Background: an optimization exercise with open tools, aiming at small area. Do not read the settings as production practice.
Only simulation tests tie the RTL to the original design; equivalence was not proved.

**design/flow/run.sh**
```bash
#!/bin/bash
# synth_recipe.tcl (not shown) runs the flow's synth.tcl, then flattens the netlist and writes it again
# the make line also repeats each setting of config.mk as NAME=value (left out here)
make -C /OpenROAD-flow-scripts/flow DESIGN_CONFIG=/design/flow/config.mk WORK_HOME=/design/flow/orfs CLKGATE_MAP_FILE= SYNTH_SCRIPT=/design/flow/synth_recipe.tcl finish
```
**design/flow/config.mk**
```make
export PLATFORM = sky130hd
export DESIGN_NAME = game_top
export DESIGN_NICKNAME = game_top
export VERILOG_FILES = /design/flow/design.v
export SDC_FILE = /design/flow/constraint.sdc
export NUM_CORES = 8
export LEC_CHECK = 0
export CAP_MARGIN = 20
export CORE_MARGIN = 2
export CORE_UTILIZATION = 40
export SLEW_MARGIN = 20
```
**design/flow/constraint.sdc**
```tcl
create_clock -name core_clock -period 12.0 [get_ports {clk_100M}]
set_input_delay 2.4000 -clock core_clock [delete_from_list [all_inputs] [get_ports {clk_100M}]]
set_output_delay 2.4000 -clock core_clock [all_outputs]
set_load 0.01 [all_outputs]
```
**design/flow/design.v**
```verilog
    localparam int BOARD_W = 10;    
    localparam int POS_W   = 4;     
    localparam int STEP_W  = 12;    
    localparam int GROWTH_PERIOD_LOG2 = 4;
    localparam logic [POS_W-1:0] RED_CROWN_H  = 4'd2;
    localparam logic [POS_W-1:0] RED_CROWN_V  = 4'd3;
    localparam logic [POS_W-1:0] BLUE_CROWN_H = 4'd8;
    localparam logic [POS_W-1:0] BLUE_CROWN_V = 4'd7;
    localparam logic [1:0] NPC  = 2'd0;
    localparam logic [1:0] RED  = 2'd1;
    localparam logic [1:0] BLUE = 2'd2;
    localparam logic [1:0] TERRITORY = 2'd0;
    localparam logic [1:0] MOUNTAIN  = 2'd1;
    localparam logic [1:0] CROWN     = 2'd2;
    localparam logic [1:0] CITY      = 2'd3;
    localparam logic [2:0] KEY_W     = 3'd0;
    localparam logic [2:0] KEY_A     = 3'd1;
    localparam logic [2:0] KEY_S     = 3'd2;
    localparam logic [2:0] KEY_D     = 3'd3;
    localparam logic [2:0] KEY_SPACE = 3'd4;
    localparam logic [2:0] KEY_Z     = 3'd5;
    localparam logic [2:0] KEY_NONE  = 3'd6;    
    localparam logic [1:0] CHOOSE     = 2'b00;
    localparam logic [1:0] MOVE_TOTAL = 2'b10;
    localparam logic [1:0] MOVE_HALF  = 2'b11;
    localparam logic [2:0] READY        = 3'd0;
    localparam logic [2:0] IN_ROUND     = 3'd1;
    localparam logic [2:0] CHECK_WIN    = 3'd2;
    localparam logic [2:0] ROUND_SWITCH = 3'd3;
    localparam logic [2:0] GAME_OVER    = 3'd4;
    localparam logic [1:0] MOVE_BLOCKED  = 2'd0;
    localparam logic [1:0] MOVE_PEACEFUL = 2'd1;
    localparam logic [1:0] MOVE_ATTACK   = 2'd2;
`timescale 1ns/10ps
module board_store #(
    parameter int TROOP_W = 9
) (
    input  logic               clk_100M,
    input  logic               reset,
    input  logic [3:0]         board_cur_h,
    input  logic [3:0]         board_cur_v,
    input  logic [3:0]         board_host_h,
    input  logic [3:0]         board_host_v,
    input  logic               board_move_req,
    input  logic [3:0]         board_move_h,
    input  logic [3:0]         board_move_v,
    input  logic               board_half,
    input  logic               board_load_layout,
    input  logic               board_grow,
    input  logic               board_grow_all,
    input  logic [1:0]         board_current_player,
    output logic [1:0]         board_cur_owner,
    output logic [TROOP_W-1:0] board_cur_troop,
    output logic [3:0]         board_host_cell,
    output logic [TROOP_W-1:0] board_host_troop,
    output logic [1:0]         board_move_result,
    output logic               board_red_crown_lost,
    output logic               board_blue_crown_lost
);
    localparam int BOARD_W = 10;    
    localparam int POS_W   = 4;     
    localparam int STEP_W  = 12;    
    localparam int GROWTH_PERIOD_LOG2 = 4;
    localparam logic [POS_W-1:0] RED_CROWN_H  = 4'd2;
    localparam logic [POS_W-1:0] RED_CROWN_V  = 4'd3;
    localparam logic [POS_W-1:0] BLUE_CROWN_H = 4'd8;
    localparam logic [POS_W-1:0] BLUE_CROWN_V = 4'd7;
    localparam logic [1:0] NPC  = 2'd0;
    localparam logic [1:0] RED  = 2'd1;
    localparam logic [1:0] BLUE = 2'd2;
    localparam logic [1:0] TERRITORY = 2'd0;
    localparam logic [1:0] MOUNTAIN  = 2'd1;
    localparam logic [1:0] CROWN     = 2'd2;
    localparam logic [1:0] CITY      = 2'd3;
    localparam logic [2:0] KEY_W     = 3'd0;
    localparam logic [2:0] KEY_A     = 3'd1;
    localparam logic [2:0] KEY_S     = 3'd2;
    localparam logic [2:0] KEY_D     = 3'd3;
    localparam logic [2:0] KEY_SPACE = 3'd4;
    localparam logic [2:0] KEY_Z     = 3'd5;
    localparam logic [2:0] KEY_NONE  = 3'd6;    
    localparam logic [1:0] CHOOSE     = 2'b00;
    localparam logic [1:0] MOVE_TOTAL = 2'b10;
    localparam logic [1:0] MOVE_HALF  = 2'b11;
    localparam logic [2:0] READY        = 3'd0;
    localparam logic [2:0] IN_ROUND     = 3'd1;
    localparam logic [2:0] CHECK_WIN    = 3'd2;
    localparam logic [2:0] ROUND_SWITCH = 3'd3;
    localparam logic [2:0] GAME_OVER    = 3'd4;
    localparam logic [1:0] MOVE_BLOCKED  = 2'd0;
    localparam logic [1:0] MOVE_PEACEFUL = 2'd1;
    localparam logic [1:0] MOVE_ATTACK   = 2'd2;
    localparam logic [TROOP_W-1:0] RED_CROWN_TROOP  = TROOP_W'(87);
    localparam logic [TROOP_W-1:0] BLUE_CROWN_TROOP = TROOP_W'(89);
    localparam logic [TROOP_W-1:0] RED_CITY_TROOP   = TROOP_W'(25);
    logic [1:0]         owners [BOARD_W][BOARD_W];
    logic [1:0]         pieces [BOARD_W][BOARD_W];
    logic [TROOP_W-1:0] troops [BOARD_W][BOARD_W];
    logic [3:0]         dst_cell;
    logic [TROOP_W-1:0] src_troop;
    logic [TROOP_W-1:0] dst_troop;
    logic [TROOP_W-1:0] sent;         
    logic               own_target;
    logic               capture;
    function automatic logic [3:0] layout_cell(int h, int v);
        if (h == RED_CROWN_H && v == RED_CROWN_V) begin
            layout_cell = {RED, CROWN};
        end else if (h == BLUE_CROWN_H && v == BLUE_CROWN_V) begin
            layout_cell = {BLUE, CROWN};
        end else if (v == 5) begin
            layout_cell = {NPC, CITY};       
        end else if (h + v == 9 && h >= 6) begin
            layout_cell = {NPC, MOUNTAIN};
        end else if (h >= 2 && h <= 5 && v >= 2 && v <= 5) begin
            layout_cell = {RED, CITY};
        end else begin
            layout_cell = {NPC, TERRITORY};
        end
    endfunction
    function automatic logic [TROOP_W-1:0] layout_troop(logic [3:0] c);
        if (c[1:0] == CROWN) begin
            layout_troop = (c[3:2] == RED) ? RED_CROWN_TROOP : BLUE_CROWN_TROOP;
        end else if (c[1:0] == CITY && c[3:2] == RED) begin
            layout_troop = RED_CITY_TROOP;
        end else begin
            layout_troop = '0;
        end
    endfunction
    function automatic logic grows(logic [3:0] c, logic all_cells);
        grows = c[3:2] != NPC && (all_cells || c[1:0] == CITY || c[1:0] == CROWN);
    endfunction
    assign dst_cell   = {owners[board_move_h][board_move_v], pieces[board_move_h][board_move_v]};
    assign src_troop  = troops[board_cur_h][board_cur_v];
    assign dst_troop  = troops[board_move_h][board_move_v];
    assign sent       = board_half ? src_troop >> 1 : src_troop - 1'b1;
    assign own_target = dst_cell[3:2] == board_current_player;
    assign capture    = !own_target && sent > dst_troop;   
    assign board_cur_owner  = owners[board_cur_h][board_cur_v];
    assign board_cur_troop  = src_troop;
    assign board_host_cell  = {owners[board_host_h][board_host_v], pieces[board_host_h][board_host_v]};
    assign board_host_troop = troops[board_host_h][board_host_v];
    assign board_red_crown_lost  = owners[RED_CROWN_H][RED_CROWN_V] != RED;
    assign board_blue_crown_lost = owners[BLUE_CROWN_H][BLUE_CROWN_V] != BLUE;
    always_comb begin
        if (dst_cell[1:0] == MOUNTAIN) begin
            board_move_result = MOVE_BLOCKED;
        end else if (dst_cell[3:2] == NPC || own_target) begin
            board_move_result = MOVE_PEACEFUL;
        end else begin
            board_move_result = MOVE_ATTACK;    
        end
    end
    always_ff @(posedge clk_100M or posedge reset) begin
        if (reset) begin
            for (int h = 0; h < BOARD_W; h++) begin
                for (int v = 0; v < BOARD_W; v++) begin
                    owners[h][v] <= NPC;
                    pieces[h][v] <= TERRITORY;
                end
            end
        end else if (board_load_layout) begin
            for (int h = 0; h < BOARD_W; h++) begin
                for (int v = 0; v < BOARD_W; v++) begin
                    {owners[h][v], pieces[h][v]} <= layout_cell(h, v);
                end
            end
        end else if (board_move_req && capture) begin
            owners[board_move_h][board_move_v] <= board_current_player;
        end
    end
    always_ff @(posedge clk_100M) begin
        if (board_load_layout) begin
            for (int h = 0; h < BOARD_W; h++) begin
                for (int v = 0; v < BOARD_W; v++) begin
                    troops[h][v] <= layout_troop(layout_cell(h, v));
                end
            end
        end else if (board_move_req) begin
            troops[board_cur_h][board_cur_v] <= src_troop - sent;
            if (own_target) begin
                troops[board_move_h][board_move_v] <= dst_troop + sent;
            end else if (capture) begin
                troops[board_move_h][board_move_v] <= sent - dst_troop;   
            end else begin
                troops[board_move_h][board_move_v] <= dst_troop - sent;
            end
        end else if (board_grow) begin
            for (int h = 0; h < BOARD_W; h++) begin
                for (int v = 0; v < BOARD_W; v++) begin
                    if (grows({owners[h][v], pieces[h][v]}, board_grow_all)) begin
                        troops[h][v] <= troops[h][v] + 1'b1;
                    end
                end
            end
        end
    end
endmodule
`timescale 1ns/10ps
module game_ctrl #(
    parameter int TROOP_W = 9
) (
    input  logic               clk_100M,
    input  logic               reset,
    input  logic               key_ready,
    input  logic [2:0]         key_data,
    output logic               key_read_fin,
    input  logic               start,
    output logic [3:0]         board_cur_h,
    output logic [3:0]         board_cur_v,
    output logic               board_move_req,
    output logic [3:0]         board_move_h,
    output logic [3:0]         board_move_v,
    output logic               board_half,
    output logic               board_load_layout,
    output logic               board_grow,
    output logic               board_grow_all,
    output logic [1:0]         board_current_player,
    input  logic [1:0]         board_cur_owner,
    input  logic [TROOP_W-1:0] board_cur_troop,
    input  logic [1:0]         board_move_result,
    input  logic               board_red_crown_lost,
    input  logic               board_blue_crown_lost,
    output logic [2:0]         state,
    output logic [1:0]         current_player,
    output logic [1:0]         winner,
    output logic [1:0]         cursor_mode,
    output logic [3:0]         cursor_h,
    output logic [3:0]         cursor_v
);
    localparam int BOARD_W = 10;    
    localparam int POS_W   = 4;     
    localparam int STEP_W  = 12;    
    localparam int GROWTH_PERIOD_LOG2 = 4;
    localparam logic [POS_W-1:0] RED_CROWN_H  = 4'd2;
    localparam logic [POS_W-1:0] RED_CROWN_V  = 4'd3;
    localparam logic [POS_W-1:0] BLUE_CROWN_H = 4'd8;
    localparam logic [POS_W-1:0] BLUE_CROWN_V = 4'd7;
    localparam logic [1:0] NPC  = 2'd0;
    localparam logic [1:0] RED  = 2'd1;
    localparam logic [1:0] BLUE = 2'd2;
    localparam logic [1:0] TERRITORY = 2'd0;
    localparam logic [1:0] MOUNTAIN  = 2'd1;
    localparam logic [1:0] CROWN     = 2'd2;
    localparam logic [1:0] CITY      = 2'd3;
    localparam logic [2:0] KEY_W     = 3'd0;
    localparam logic [2:0] KEY_A     = 3'd1;
    localparam logic [2:0] KEY_S     = 3'd2;
    localparam logic [2:0] KEY_D     = 3'd3;
    localparam logic [2:0] KEY_SPACE = 3'd4;
    localparam logic [2:0] KEY_Z     = 3'd5;
    localparam logic [2:0] KEY_NONE  = 3'd6;    
    localparam logic [1:0] CHOOSE     = 2'b00;
    localparam logic [1:0] MOVE_TOTAL = 2'b10;
    localparam logic [1:0] MOVE_HALF  = 2'b11;
    localparam logic [2:0] READY        = 3'd0;
    localparam logic [2:0] IN_ROUND     = 3'd1;
    localparam logic [2:0] CHECK_WIN    = 3'd2;
    localparam logic [2:0] ROUND_SWITCH = 3'd3;
    localparam logic [2:0] GAME_OVER    = 3'd4;
    localparam logic [1:0] MOVE_BLOCKED  = 2'd0;
    localparam logic [1:0] MOVE_PEACEFUL = 2'd1;
    localparam logic [1:0] MOVE_ATTACK   = 2'd2;
    logic [2:0]         pending;      
    logic [STEP_W-1:0]  step_cnt;
    logic [STEP_W-1:0]  round_next;   
    logic               fsm_run;
    logic               tgt_ok;
    logic [3:0]         tgt_h;
    logic [3:0]         tgt_v;
    logic [1:0]         next_player;
    assign fsm_run     = !key_ready;    
    assign round_next  = (step_cnt + 1'b1) >> 1;
    assign next_player = (current_player == RED) ? BLUE : RED;
    always_comb begin
        tgt_ok = 1'b0;
        tgt_h  = cursor_h;
        tgt_v  = cursor_v;
        case (pending)
            KEY_W: begin
                tgt_ok = cursor_v != '0;
                tgt_v  = tgt_ok ? cursor_v - 1'b1 : cursor_v;
            end
            KEY_A: begin
                tgt_ok = cursor_h != '0;
                tgt_h  = tgt_ok ? cursor_h - 1'b1 : cursor_h;
            end
            KEY_S: begin
                tgt_ok = cursor_v != POS_W'(BOARD_W - 1);
                tgt_v  = tgt_ok ? cursor_v + 1'b1 : cursor_v;
            end
            KEY_D: begin
                tgt_ok = cursor_h != POS_W'(BOARD_W - 1);
                tgt_h  = tgt_ok ? cursor_h + 1'b1 : cursor_h;
            end
            default: ;
        endcase
    end
    assign board_cur_h          = cursor_h;
    assign board_cur_v          = cursor_v;
    assign board_move_h         = tgt_h;
    assign board_move_v         = tgt_v;
    assign board_half           = cursor_mode == MOVE_HALF;
    assign board_current_player = current_player;
    assign board_load_layout    = fsm_run && state == READY && start;
    assign board_move_req       = fsm_run && state == IN_ROUND && cursor_mode != CHOOSE
                                  && tgt_ok && board_move_result != MOVE_BLOCKED;
    assign board_grow     = fsm_run && state == ROUND_SWITCH && step_cnt[0];
    assign board_grow_all = round_next[GROWTH_PERIOD_LOG2-1:0] == '0;
    always_ff @(posedge clk_100M or posedge reset) begin
        if (reset) begin
            key_read_fin   <= 1'b0;
            pending        <= KEY_NONE;
            state          <= READY;
            current_player <= NPC;
            winner         <= NPC;
            cursor_mode    <= CHOOSE;
            cursor_h       <= '0;
            cursor_v       <= '0;
            step_cnt       <= '0;
        end else begin
            key_read_fin <= key_ready;    
            if (key_ready) begin
                if (key_data <= 3'd5) begin
                    pending <= key_data;    
                end
            end else begin
                case (state)
                    READY: if (start) begin
                        state          <= IN_ROUND;
                        pending        <= KEY_NONE;
                        current_player <= RED;       
                        winner         <= NPC;
                        cursor_mode    <= CHOOSE;
                        cursor_h       <= RED_CROWN_H;
                        cursor_v       <= RED_CROWN_V;
                        step_cnt       <= '0;
                    end
                    IN_ROUND: if (pending != KEY_NONE) begin
                        pending <= KEY_NONE;
                        if (cursor_mode == CHOOSE) begin
                            if (tgt_ok) begin
                                cursor_h <= tgt_h;
                                cursor_v <= tgt_v;
                            end else if (pending == KEY_SPACE
                                         && board_cur_owner == current_player
                                         && board_cur_troop >= 2) begin
                                cursor_mode <= MOVE_TOTAL;
                            end
                        end else if (pending == KEY_Z) begin
                            cursor_mode <= (cursor_mode == MOVE_TOTAL) ? MOVE_HALF : MOVE_TOTAL;
                        end else if (pending == KEY_SPACE) begin
                            cursor_mode <= CHOOSE;
                        end else if (board_move_req) begin
                            state <= (board_move_result == MOVE_ATTACK) ? CHECK_WIN : ROUND_SWITCH;
                        end
                    end
                    CHECK_WIN: begin
                        if (board_red_crown_lost) begin
                            winner <= BLUE;
                            state  <= GAME_OVER;
                        end else if (board_blue_crown_lost) begin
                            winner <= RED;
                            state  <= GAME_OVER;
                        end else begin
                            state <= ROUND_SWITCH;
                        end
                    end
                    ROUND_SWITCH: begin
                        current_player <= next_player;
                        cursor_mode    <= CHOOSE;
                        cursor_h       <= (next_player == RED) ? RED_CROWN_H : BLUE_CROWN_H;
                        cursor_v       <= (next_player == RED) ? RED_CROWN_V : BLUE_CROWN_V;
                        step_cnt       <= step_cnt + 1'b1;
                        state          <= IN_ROUND;
                    end
                    GAME_OVER: pending <= KEY_NONE;   
                    default: state <= READY;
                endcase
            end
        end
    end
endmodule
`timescale 1ns/10ps
module game_regs #(
    parameter int TROOP_W = 9
) (
    input  logic               clk_100M,
    input  logic               reset,
    input  logic               wb_cyc,
    input  logic               wb_stb,
    input  logic               wb_we,
    input  logic [7:0]         wb_adr,
    input  logic [31:0]        wb_dat_i,
    output logic [31:0]        wb_dat_o,
    output logic               wb_ack,
    output logic               start,
    output logic [3:0]         board_host_h,
    output logic [3:0]         board_host_v,
    input  logic [3:0]         board_host_cell,
    input  logic [TROOP_W-1:0] board_host_troop,
    input  logic [2:0]         state,
    input  logic [1:0]         current_player,
    input  logic [1:0]         winner,
    input  logic [1:0]         cursor_mode,
    input  logic [3:0]         cursor_h,
    input  logic [3:0]         cursor_v
);
    localparam int BOARD_W = 10;    
    localparam int POS_W   = 4;     
    localparam int STEP_W  = 12;    
    localparam int GROWTH_PERIOD_LOG2 = 4;
    localparam logic [POS_W-1:0] RED_CROWN_H  = 4'd2;
    localparam logic [POS_W-1:0] RED_CROWN_V  = 4'd3;
    localparam logic [POS_W-1:0] BLUE_CROWN_H = 4'd8;
    localparam logic [POS_W-1:0] BLUE_CROWN_V = 4'd7;
    localparam logic [1:0] NPC  = 2'd0;
    localparam logic [1:0] RED  = 2'd1;
    localparam logic [1:0] BLUE = 2'd2;
    localparam logic [1:0] TERRITORY = 2'd0;
    localparam logic [1:0] MOUNTAIN  = 2'd1;
    localparam logic [1:0] CROWN     = 2'd2;
    localparam logic [1:0] CITY      = 2'd3;
    localparam logic [2:0] KEY_W     = 3'd0;
    localparam logic [2:0] KEY_A     = 3'd1;
    localparam logic [2:0] KEY_S     = 3'd2;
    localparam logic [2:0] KEY_D     = 3'd3;
    localparam logic [2:0] KEY_SPACE = 3'd4;
    localparam logic [2:0] KEY_Z     = 3'd5;
    localparam logic [2:0] KEY_NONE  = 3'd6;    
    localparam logic [1:0] CHOOSE     = 2'b00;
    localparam logic [1:0] MOVE_TOTAL = 2'b10;
    localparam logic [1:0] MOVE_HALF  = 2'b11;
    localparam logic [2:0] READY        = 3'd0;
    localparam logic [2:0] IN_ROUND     = 3'd1;
    localparam logic [2:0] CHECK_WIN    = 3'd2;
    localparam logic [2:0] ROUND_SWITCH = 3'd3;
    localparam logic [2:0] GAME_OVER    = 3'd4;
    localparam logic [1:0] MOVE_BLOCKED  = 2'd0;
    localparam logic [1:0] MOVE_PEACEFUL = 2'd1;
    localparam logic [1:0] MOVE_ATTACK   = 2'd2;
    localparam logic [7:0] ADR_CTRL   = 8'd0;
    localparam logic [7:0] ADR_STATUS = 8'd1;
    logic        req;
    logic [6:0]  cell_idx;    
    logic        cell_hit;
    logic [31:0] rd_data;
    assign req      = wb_cyc && wb_stb && !wb_ack;
    assign cell_idx = wb_adr[6:0];
    assign cell_hit = wb_adr[7] && cell_idx < 7'd100;
    assign board_host_h = cell_hit ? POS_W'(cell_idx / 7'd10) : '0;
    assign board_host_v = cell_hit ? POS_W'(cell_idx % 7'd10) : '0;
    always_comb begin
        rd_data = '0;
        if (wb_adr == ADR_STATUS) begin
            rd_data[2:0]   = state;
            rd_data[5:4]   = current_player;
            rd_data[7:6]   = winner;
            rd_data[9:8]   = cursor_mode;
            rd_data[19:16] = cursor_h;
            rd_data[23:20] = cursor_v;
        end else if (cell_hit) begin
            rd_data[TROOP_W-1:0] = board_host_troop;
            rd_data[17:16]       = board_host_cell[1:0];
            rd_data[25:24]       = board_host_cell[3:2];
        end
    end
    always_ff @(posedge clk_100M or posedge reset) begin
        if (reset) begin
            wb_ack <= 1'b0;
            start  <= 1'b0;
        end else begin
            wb_ack <= req;                  
            start  <= req && wb_we && wb_adr == ADR_CTRL && wb_dat_i[0];
        end
    end
    always_ff @(posedge clk_100M) begin
        if (req) begin
            wb_dat_o <= rd_data;
        end
    end
endmodule
`timescale 1ns/10ps
module game_top #(
    parameter int TROOP_W = 9
) (
    input  logic               clk_100M,
    input  logic               reset,
    input  logic               key_ready,
    input  logic [2:0]         key_data,
    output logic               key_read_fin,
    input  logic               wb_cyc,
    input  logic               wb_stb,
    input  logic               wb_we,
    input  logic [7:0]         wb_adr,
    input  logic [31:0]        wb_dat_i,
    output logic [31:0]        wb_dat_o,
    output logic               wb_ack
);
    localparam int BOARD_W = 10;    
    localparam int POS_W   = 4;     
    localparam int STEP_W  = 12;    
    localparam int GROWTH_PERIOD_LOG2 = 4;
    localparam logic [POS_W-1:0] RED_CROWN_H  = 4'd2;
    localparam logic [POS_W-1:0] RED_CROWN_V  = 4'd3;
    localparam logic [POS_W-1:0] BLUE_CROWN_H = 4'd8;
    localparam logic [POS_W-1:0] BLUE_CROWN_V = 4'd7;
    localparam logic [1:0] NPC  = 2'd0;
    localparam logic [1:0] RED  = 2'd1;
    localparam logic [1:0] BLUE = 2'd2;
    localparam logic [1:0] TERRITORY = 2'd0;
    localparam logic [1:0] MOUNTAIN  = 2'd1;
    localparam logic [1:0] CROWN     = 2'd2;
    localparam logic [1:0] CITY      = 2'd3;
    localparam logic [2:0] KEY_W     = 3'd0;
    localparam logic [2:0] KEY_A     = 3'd1;
    localparam logic [2:0] KEY_S     = 3'd2;
    localparam logic [2:0] KEY_D     = 3'd3;
    localparam logic [2:0] KEY_SPACE = 3'd4;
    localparam logic [2:0] KEY_Z     = 3'd5;
    localparam logic [2:0] KEY_NONE  = 3'd6;    
    localparam logic [1:0] CHOOSE     = 2'b00;
    localparam logic [1:0] MOVE_TOTAL = 2'b10;
    localparam logic [1:0] MOVE_HALF  = 2'b11;
    localparam logic [2:0] READY        = 3'd0;
    localparam logic [2:0] IN_ROUND     = 3'd1;
    localparam logic [2:0] CHECK_WIN    = 3'd2;
    localparam logic [2:0] ROUND_SWITCH = 3'd3;
    localparam logic [2:0] GAME_OVER    = 3'd4;
    localparam logic [1:0] MOVE_BLOCKED  = 2'd0;
    localparam logic [1:0] MOVE_PEACEFUL = 2'd1;
    localparam logic [1:0] MOVE_ATTACK   = 2'd2;
    logic             start;
    logic [2:0]         state;
    logic [1:0]         current_player;
    logic [1:0]         winner;
    logic [1:0]         cursor_mode;
    logic [3:0]         cursor_h;
    logic [3:0]         cursor_v;
    logic [3:0]         board_cur_h, board_cur_v;
    logic [1:0]         board_cur_owner;
    logic [TROOP_W-1:0] board_cur_troop;
    logic [3:0]         board_host_h, board_host_v;
    logic [3:0]         board_host_cell;
    logic [TROOP_W-1:0] board_host_troop;
    logic               board_move_req;
    logic [3:0]         board_move_h, board_move_v;
    logic               board_half;
    logic [1:0]         board_move_result;
    logic               board_load_layout;
    logic               board_grow;
    logic               board_grow_all;
    logic [1:0]         board_current_player;
    logic               board_red_crown_lost;
    logic               board_blue_crown_lost;
    game_ctrl #(.TROOP_W(TROOP_W)) ctrl_i (
        .clk_100M       (clk_100M),
        .reset          (reset),
        .key_ready      (key_ready),
        .key_data       (key_data),
        .key_read_fin   (key_read_fin),
        .start          (start),
        .board_cur_h           (board_cur_h),
        .board_cur_v           (board_cur_v),
        .board_move_req        (board_move_req),
        .board_move_h          (board_move_h),
        .board_move_v          (board_move_v),
        .board_half            (board_half),
        .board_load_layout     (board_load_layout),
        .board_grow            (board_grow),
        .board_grow_all        (board_grow_all),
        .board_current_player  (board_current_player),
        .board_cur_owner       (board_cur_owner),
        .board_cur_troop       (board_cur_troop),
        .board_move_result     (board_move_result),
        .board_red_crown_lost  (board_red_crown_lost),
        .board_blue_crown_lost (board_blue_crown_lost),
        .state          (state),
        .current_player (current_player),
        .winner         (winner),
        .cursor_mode    (cursor_mode),
        .cursor_h       (cursor_h),
        .cursor_v       (cursor_v)
    );
    game_regs #(.TROOP_W(TROOP_W)) regs_i (
        .clk_100M       (clk_100M),
        .reset          (reset),
        .wb_cyc         (wb_cyc),
        .wb_stb         (wb_stb),
        .wb_we          (wb_we),
        .wb_adr         (wb_adr),
        .wb_dat_i       (wb_dat_i),
        .wb_dat_o       (wb_dat_o),
        .wb_ack         (wb_ack),
        .start          (start),
        .board_host_h          (board_host_h),
        .board_host_v          (board_host_v),
        .board_host_cell       (board_host_cell),
        .board_host_troop      (board_host_troop),
        .state          (state),
        .current_player (current_player),
        .winner         (winner),
        .cursor_mode    (cursor_mode),
        .cursor_h       (cursor_h),
        .cursor_v       (cursor_v)
    );
    board_store #(.TROOP_W(TROOP_W)) store_i (
        .clk_100M (clk_100M),
        .reset    (reset),
        .board_cur_h           (board_cur_h),
        .board_cur_v           (board_cur_v),
        .board_host_h          (board_host_h),
        .board_host_v          (board_host_v),
        .board_move_req        (board_move_req),
        .board_move_h          (board_move_h),
        .board_move_v          (board_move_v),
        .board_half            (board_half),
        .board_load_layout     (board_load_layout),
        .board_grow            (board_grow),
        .board_grow_all        (board_grow_all),
        .board_current_player  (board_current_player),
        .board_cur_owner       (board_cur_owner),
        .board_cur_troop       (board_cur_troop),
        .board_host_cell       (board_host_cell),
        .board_host_troop      (board_host_troop),
        .board_move_result     (board_move_result),
        .board_red_crown_lost  (board_red_crown_lost),
        .board_blue_crown_lost (board_blue_crown_lost)
    );
endmodule
```
==> results.py <==
metrics = {
    "die": {
        "row_count": 197,
        "initial_utilization": 0.403,
        "die-width_um": 543,
        "die-height_um": 543,
        "die_area_um2": 295000,
        "coreArea_um2": 288000,
        "io_pins": 83,
    },
    "detailed_routing": {
        "totalWireLength_mm": 718,
        "wl_met3_mm": 120,
        "wire_per_inst_um": 44.2,
        "via_per_inst": 7.72,
        "wl_met1_mm": 256,
        "top_layer": "met5",
        "drtIter0Drc": 24600,
        "dr_wl_met2_mm": 285,
        "drtAntennaViolNets": 0,
        "vias": 125000,
        "drtPass1Iterations": 11,
        "post-route-drc-count": 0,
    },
    "synthesis": {
        "synth_top_area_share": 0.303,
        "netlist-cell-type-count": 95,
        "synth_edf_count": 1172,
        "yosys_warnings": 5,
        "synthCells": 12600,
        "synthArstFlopShare": 0.163,
        "synth_area_per_cell_um2": 9.21,
        "ys.flop_type": "edfxtp_1",
        "synthesis.area_um2": 116000,
        "yosysSeqAreaShare": 0.353,
        "yosysTopAreaCell": "edfxtp_1",
        "yosys-top-cells-area": "edfxtp_1 30%, mux4_2 13%, a21oi_1 5.2%, dfrtp_1 4.9%, nand2_1 4.4%",
        "ys_ff_latch": 1401,
    },
    "layout": {
        "syn_to_final_growth_pct": 10.8,
        "layout-drive-gt1-share": 0.139,
        "nets": 12400,
        "final_cells": 16200,
    },
    "global_route": {
        "track_usage": 0.471,
        "grt_pass1_vias": 112000,
        "grt_pass1_wl_mm": 962,
        "antenna_found_initial": 91,
        "grt_max_degree": 163,
        "grt-ovfl-total": 0,
    },
    "sta": {
        "finalHoldViolCount": 0,
        "hold_slack_ns": 0.520,
        "fmax_mhz": 90.8,
        "finalClockSkew_ns": 0.0644,
        "slew_viol_final": 0,
        "worst_slew_pin_slew_ns": 1.35,
        "rsz0062_at_grt": "false",
        "setup_tns_ns": 0,
        "slew_headroom": 0.101,
        "period_needed_ns": 11.02,
        "setup_viol": 0,
        "post-route-period-util": 0.918,
    },
    "placement": {
        "place_congestion": 1.09,
        "port_buffers": 39,
        "dp_hpwl_mm": 488,
        "dp.cells": 15800,
    },
    "status": {
        "outcome": "finished clean",
    },
    "setup_path": {
        "crit_type": "flop to flop",
        "start_kind": "flop",
        "crit_path_top_delay_cell": "dfrtp_4",
        "path_max_fanout": 55,
        "cp-end-kind": "flop",
        "critPathLaunch": "ctrl_i.cursor_v[0]",
        "cp.required_ns": 12.60,
        "arrival_ns": 11.62,
        "reg2reg_from": "ctrl_i.cursor_v[0]",
        "slowest_delay_ns": 1.04,
    },
    "clock_tree": {
        "cts_resized": 0,
        "cts_tree": "yes",
        "ctsHoldBuffers": 0,
        "clk_pin_slew_ns": 0.06,
        "cts_setup_buffers": 0,
        "cts_max_level": 4,
        "root_buffer": "clkbuf_16",
        "clkLatencyLatePin_ns": 0.95,
        "cts_sinks": 1401,
        "clk_path_buf_depth": 4,
        "cts_made_buffers": 178,
    },
    "job": {
        "maxCapViolCount": 0,
    },
    "hold_path": {
        "hp-class": "flop to flop",
        "hold_start": "ctrl_i.winner[1]",
    },
}
-- worst max-delay path, delay by kind of cell (launching register included) --
family | cells | cell delay [ns]
and+or+nand+nor | 5 | 1.89
AOI/OAI and AO/OA | 9 | 3.30
adders and majority gates | 3 | 1.35
xor gates and xnor gates | 2 | 1.01
buffers and inverters | 5 | 1.32
DFF | 1 | 1.04
muxes | 1 | 0.44
-- cells in the mapped netlist (all sizes together) (102+ instances only) --
| library cell | count |
|---|---|
| o21ai | 771 |
| o211ai | 117 |
| a221oi | 116 |
| xnor2 | 234 |
| nor3 | 404 |
| clkbuf | 802 |
| ha | 161 |
| a211oi | 302 |
| a22oi | 155 |
| a31oi | 102 |
| nand2 | 1350 |
| edfxtp | 1172 |
| a21oi | 1217 |
| nand3 | 787 |
| buf | 319 |
| and3 | 128 |
| o22ai | 637 |
| xor2 | 518 |
| mux2i | 327 |
| inv | 102 |
| mux4 | 678 |
| nor2 | 1058 |
| nand4 | 215 |
| dfrtp | 227 |
| o221ai | 115 |
-- per-stage QoR --
step	setup slack [ns]	cell area, um^2	util
2_1_floorplan	1.51	116000	-
3_3_place_gp	1.05	122000	0.424
3_5_place_dp	1.63	122000	0.424
4_1_cts	1.58	128000	0.445
5_1_grt	1.06	128000	0.445
6_report	0.984	129000	0.446
-- kinds of logic (layout without fill, tap and decap cells) --
logic type                 count (synthesis)  in the layout  share of synthesized area
xor gates and xnor gates                 752            752                     0.0571
and+or+nand+nor                         4150           4150                      0.160
muxes                                   1038           1038                      0.163
buffers and inverters                   1227            969                     0.0427
adders and majority gates                171            171                     0.0191
AOI/OAI and AO/OA                       3865           3865                      0.205
other                                      1             99                  0.0000323
DFF                                     1401           1401                      0.353
-- state kept, by name (all words and copies together) (netlist names), 3 cells and up --
name	cells
regs_i.wb_dat_o	20
store_i.troops	1152
ctrl_i.cursor_v	4
ctrl_i.cursor_h	4
ctrl_i.state	3
ctrl_i.step_cnt	5
store_i.owners	200
ctrl_i.pending	3
-- routing by layer --
metal  GRT usage  vias up
li1            -    48200
met1       0.597    62000
met2       0.640    12300
met3       0.214     2667
met4       0.310       76
met5           0        -
-- final cells by class --
cell class,instances,area [um^2]
clock buffer,221,4770
multi-input combinational,9988,71500
tap,3781,4730
inverter,106,408
fill,27700,160000
timing repair buffer,540,5070
sequential,1401,40900
clock inverter,102,1080
antenna,87,218
-- path summary, 6_finish.rpt --
| check | to | slack [ns] | depth (start not counted) |
|---|---|---|---|
| setup reg to reg | store_i.troops[90][4] | 0.98 | 25 |
| setup / recovery | store_i.troops[90][4] | 0.98 | 25 |
| hold / removal | ctrl_i.winner[1] | 0.52 | 1 |
| max in group asynchronous | store_i.owners[32][1] | 8.33 | 3 |
| hold reg to reg | ctrl_i.winner[1] | 0.52 | 1 |
| min in group asynchronous | store_i.owners[28][0] | 2.00 | 2 |
-- placed cells by master (no fill, tap or decap), types with 157 or more instances in the layout --
cell and n:
nand2_1 1327, a21oi_1 1212, edfxtp_1 1172, nor2_1 1000
nand3_1 786, o21ai_0 694, mux4_2 678, o22ai_1 637
xor2_1 502, buf_4 427, nor3_1 376, mux2i_1 320
a211oi_1 300, dfrtp_1 226, xnor2_1 216, nand4_1 215
clkbuf_16 180, ha_1 157

## separate check: timing with driven ports
Ports are ideal in the flow. The routed layout listed here was re-timed in OpenROAD. Step 1 assumes that a clkbuf_16 drives the clock port and a buf_2 every other input. Step 2 also shifts input and output timing later by t, the mid clock arrival at the registers, as if the neighbouring blocks saw the same clock. Three values: no drivers, after step 1, after step 2; two values: the first two.
shift t [ns]: 1.026
setup WS [ns]: 0.984 / 0.984 / 0.984
latest minus earliest clock arrival (ns): 0.064 / 0.065
slew at the worst register clock pin (ns): 0.07 / 0.07
After both steps setup and hold are still met in this run. For this run, drivers alone change the setup slack by 0.000 ns; drivers and shift together by 0.000 ns.
